Source: an optimization exercise on an open RTL-to-GDS flow (aim: small area). Production flows keep margins and buffers that such runs may drop. Function was checked by simulation only, so behaviour that the tests miss may differ from the original. Power is estimated from default activity; no workload was simulated.

Setup of build 51:
## fetch_unit
module fetch_unit #(
    parameter int                          BUF_DEPTH      = 8,
    parameter int                          DECODE_CREDITS = 4,
    parameter logic [fetch_pkg::xlen-1:0]  RESET_PC       = '0
) (
    input  logic                       clock,
    input  logic                       reset,
    input  fetch_pkg::redirect_t       resolved_branch,
    input  fetch_pkg::redirect_t       predicted_branch,
    input  fetch_pkg::icache_rsp_t     icache_rsp,
    input  logic                       credit_return,
    output logic                       icache_req,
    output logic [fetch_pkg::xlen-1:0] icache_addr,
    output fetch_pkg::fetch_packet_t   issue_packet
);
Settings: LEC_CHECK=0, CAP_MARGIN=0, CORE_MARGIN=2, CORE_UTILIZATION=60, CTS_BUF_LIST=sky130_fd_sc_hd__clkbuf_16, CTS_CLUSTER_DIAMETER=120, CTS_CLUSTER_SIZE=28, SLEW_MARGIN=0; clock period 6.0 ns.
run.sh (not shown) runs the stock make flow with config.mk's settings and CLKGATE_MAP_FILE= SYNTH_SCRIPT=/design/flow/synth_recipe.tcl, a recipe that flattens the netlist after the stock synthesis.
The flow did not stop early for build 51: all stages ran, and the layout cleared the timing, design-rule and antenna checks.
Setup changes, build 51 to build 68
- an added PLACE_DENSITY of 0.75
==> flow/flow/run.sh (new file) <==
#!/bin/bash
# Standard ORFS layout, with the port buffers made of the smallest buffer cell
# instead of the default pick. Every port still gets its own buffer.
set -euo pipefail
bash standard.sh "BUFFER_PORTS_ARGS=-buffer_cell sky130_fd_sc_hd__buf_1" finish > make_finish.log 2>&1
==> flow/standard.sh (new file) <==
#!/bin/bash
# synth_recipe.tcl (not shown) runs the flow's synth.tcl, then flattens the netlist and writes it again
# the make line also repeats each setting of config.mk as NAME=value (left out here)
make -C /OpenROAD-flow-scripts/flow DESIGN_CONFIG=/design/flow/config.mk WORK_HOME=/design/flow/orfs CLKGATE_MAP_FILE= SYNTH_SCRIPT=/design/flow/synth_recipe.tcl "${@:-finish}"
removed: flow/run.sh
### Flow results
Build 68 against build 51: relative slew slack shows an increase of 9.0 points; area growth from synthesis to layout shows a reduction of 8.1 points; power density over cell area shows an increase of about 3.6%.
Build 51 → build 68: post-placement cell count essentially unchanged, cell area fell 7.1%, flip-flop and latch share of the layout cell area went up by 3.5 points, wire length decreased 440 um.
Build 68: done, clean on timing, DRC and antenna
Here is what was changed in the inputs of build 33 compared with build 68.
- removing PLACE_DENSITY (formerly 0.75)
Results
Between build 33 and build 68, it is build 33 whose first-pass GRT wire length is lower, by 360 um. Looking at build 33 and build 68, the final instance area is a wash. Build 33 — largest incremental delay on the critical path 0.12 ns higher, build 68 as reference. From build 68 to build 33, number of instances in the synthesized netlist did not move at all. Build 68 and build 33 ended up with roughly the same overall power. Origin of the worst setup path = occ[7]$_SDFFE_PP0P_: build 68; origin of the worst setup path = occ[5]$_SDFFE_PP0P_: build 33.

========
Setup of v57:
Another version of the RTL of fetch_unit (not shown whole).
Size: about 2000 cells after synthesis, about 530 flip-flops, about 260 I/O pins, ~0.021 sq mm of cells after synthesis.
## fetch_unit
module fetch_unit #(
    parameter int                          BUF_DEPTH      = 8,
    parameter int                          DECODE_CREDITS = 4,
    parameter logic [fetch_pkg::xlen-1:0]  RESET_PC       = '0
) (
    input  logic                       clock,
    input  logic                       reset,
    input  fetch_pkg::redirect_t       resolved_branch,
    input  fetch_pkg::redirect_t       predicted_branch,
    input  fetch_pkg::icache_rsp_t     icache_rsp,
    input  logic                       credit_return,
    output logic                       icache_req,
    output logic [fetch_pkg::xlen-1:0] icache_addr,
    output fetch_pkg::fetch_packet_t   issue_packet
);
==> flow/config.mk <==
export PLATFORM = sky130hd
export DESIGN_NAME = fetch_unit
export DESIGN_NICKNAME = fetch_unit
export VERILOG_FILES = /design/flow/design.v
export SDC_FILE = /design/flow/constraint.sdc
export NUM_CORES = 4
export LEC_CHECK = 0
export CAP_MARGIN = 0
export CORE_MARGIN = 2
export CORE_UTILIZATION = 60
export CTS_BUF_LIST = sky130_fd_sc_hd__clkbuf_8
export CTS_CLUSTER_DIAMETER = 60
export CTS_CLUSTER_SIZE = 14
export SLEW_MARGIN = 0
==> flow/constraint.sdc <==
create_clock -name core_clock -period 6.0 [get_ports {clock}]
set_input_delay 1.2000 -clock core_clock [delete_from_list [all_inputs] [get_ports {clock}]]
set_output_delay 1.2000 -clock core_clock [all_outputs]
set_load 0.01 [all_outputs]
standard.sh (not shown) runs the stock make flow with config.mk's settings and CLKGATE_MAP_FILE= SYNTH_SCRIPT=/design/flow/synth_recipe.tcl, a recipe that flattens the netlist after the stock synthesis.
==> flow/flow/run.sh <==
#!/bin/bash
# Standard ORFS layout, with the port buffers made of the smallest buffer cell
# instead of the default pick. Every port still gets its own buffer.
set -euo pipefail
bash standard.sh "BUFFER_PORTS_ARGS=-buffer_cell sky130_fd_sc_hd__buf_1" finish > make_finish.log 2>&1
v57: all stages complete, timing, DRC and antenna checks passed
### v57 -> v37
# v57
export LEC_CHECK = 0
export CAP_MARGIN = 0
export CORE_MARGIN = 2
export CORE_UTILIZATION = 60
export CTS_BUF_LIST = sky130_fd_sc_hd__clkbuf_8
export CTS_CLUSTER_DIAMETER = 60
export CTS_CLUSTER_SIZE = 14
export SLEW_MARGIN = 0
create_clock -name core_clock -period 6.0 [get_ports {clock}]
# v37
export LEC_CHECK = 0
export CAP_MARGIN = 0
export CORE_MARGIN = 2
export CORE_UTILIZATION = 60
export CTS_BUF_LIST = sky130_fd_sc_hd__clkbuf_16
export CTS_CLUSTER_DIAMETER = 150
export CTS_CLUSTER_SIZE = 32
export SLEW_MARGIN = 0
create_clock -name core_clock -period 6.0 [get_ports {clock}]
[summary]
Changes observed in v37 relative to v57: power attributed to the clock group went down by about 3%; via count went down by about 1.1%; clock skew was more or less identical; worst-case headroom to the max-slew limit went down by 0.58 points; routed wire length went down by 0.98%.
v57 → v37: final total power went down 0.64%; clock tree buffer count of the final layout went down about 53%.
Setup slack ended up 18 ps higher on v37 than on v57.
Taking v57 as the reference, in v37 number of buffers inserted during clock tree synthesis down 23; register-to-register slack climbed 30 ps; layout-stage area growth over the synthesis result shrank by 0.42 points.
## Diff of input files: v47 against v37
# v37
export LEC_CHECK = 0
export CAP_MARGIN = 0
export CORE_MARGIN = 2
export CORE_UTILIZATION = 60
export CTS_BUF_LIST = sky130_fd_sc_hd__clkbuf_16
export CTS_CLUSTER_DIAMETER = 150
export CTS_CLUSTER_SIZE = 32
export SLEW_MARGIN = 0
create_clock -name core_clock -period 6.0 [get_ports {clock}]
# v47
export LEC_CHECK = 0
export CAP_MARGIN = 0
export CORE_MARGIN = 2
export CORE_UTILIZATION = 60
export CTS_BUF_LIST = sky130_fd_sc_hd__clkbuf_16
export CTS_CLUSTER_DIAMETER = 120
export CTS_CLUSTER_SIZE = 28
export SLEW_MARGIN = 0
create_clock -name core_clock -period 6.0 [get_ports {clock}]
Notes after the runs:
- The final wirelength on v37 is in line with that on v47.
- Between v37 and v47, the clock latency on the worst-skew pair does not differ in any meaningful way.
- | CTS buffer count | lower: v37 |
- Worst setup slack (lower): v47

[port drivers added, routing unchanged]
Ports are ideal in the flow. The routed layouts listed here were re-timed in OpenROAD.
Step 1 (the two cells are an assumption about what drives the block):
set clk [get_ports {clock}]
set_driving_cell -lib_cell sky130_fd_sc_hd__clkbuf_16 $clk
set_driving_cell -lib_cell sky130_fd_sc_hd__buf_2 [delete_from_list [all_inputs] $clk]
Step 2 also shifts input and output timing later by t, the mid clock arrival at the registers, as if the neighbouring blocks saw the same clock.
Three values: ideal ports, drivers, drivers and shift; two values: the first two.
run	t, ns	slack for setup (ns)	worst register clock-pin slew, ns	worst slew at a driven data input, ns
build 51	0.604	0.184 / 0.164 / 0.164	0.11 / 0.11	0.05
build 68	0.602	0.672 / 0.619 / 0.670	0.11 / 0.11	0.07
build 33	0.611	0.666 / 0.611 / 0.732	0.11 / 0.11	0.04
v57	0.626	0.834 / 0.784 / 0.815	0.10 / 0.10	0.04
v37	0.609	0.852 / 0.816 / 0.833	0.12 / 0.12	0.03
v47	0.617	0.847 / 0.797 / 0.828	0.11 / 0.11	0.04
After both steps every run listed still meets setup and hold. For build 51, which loses most, drivers alone change the setup slack by -0.020 ns; drivers and shift together by -0.020 ns.
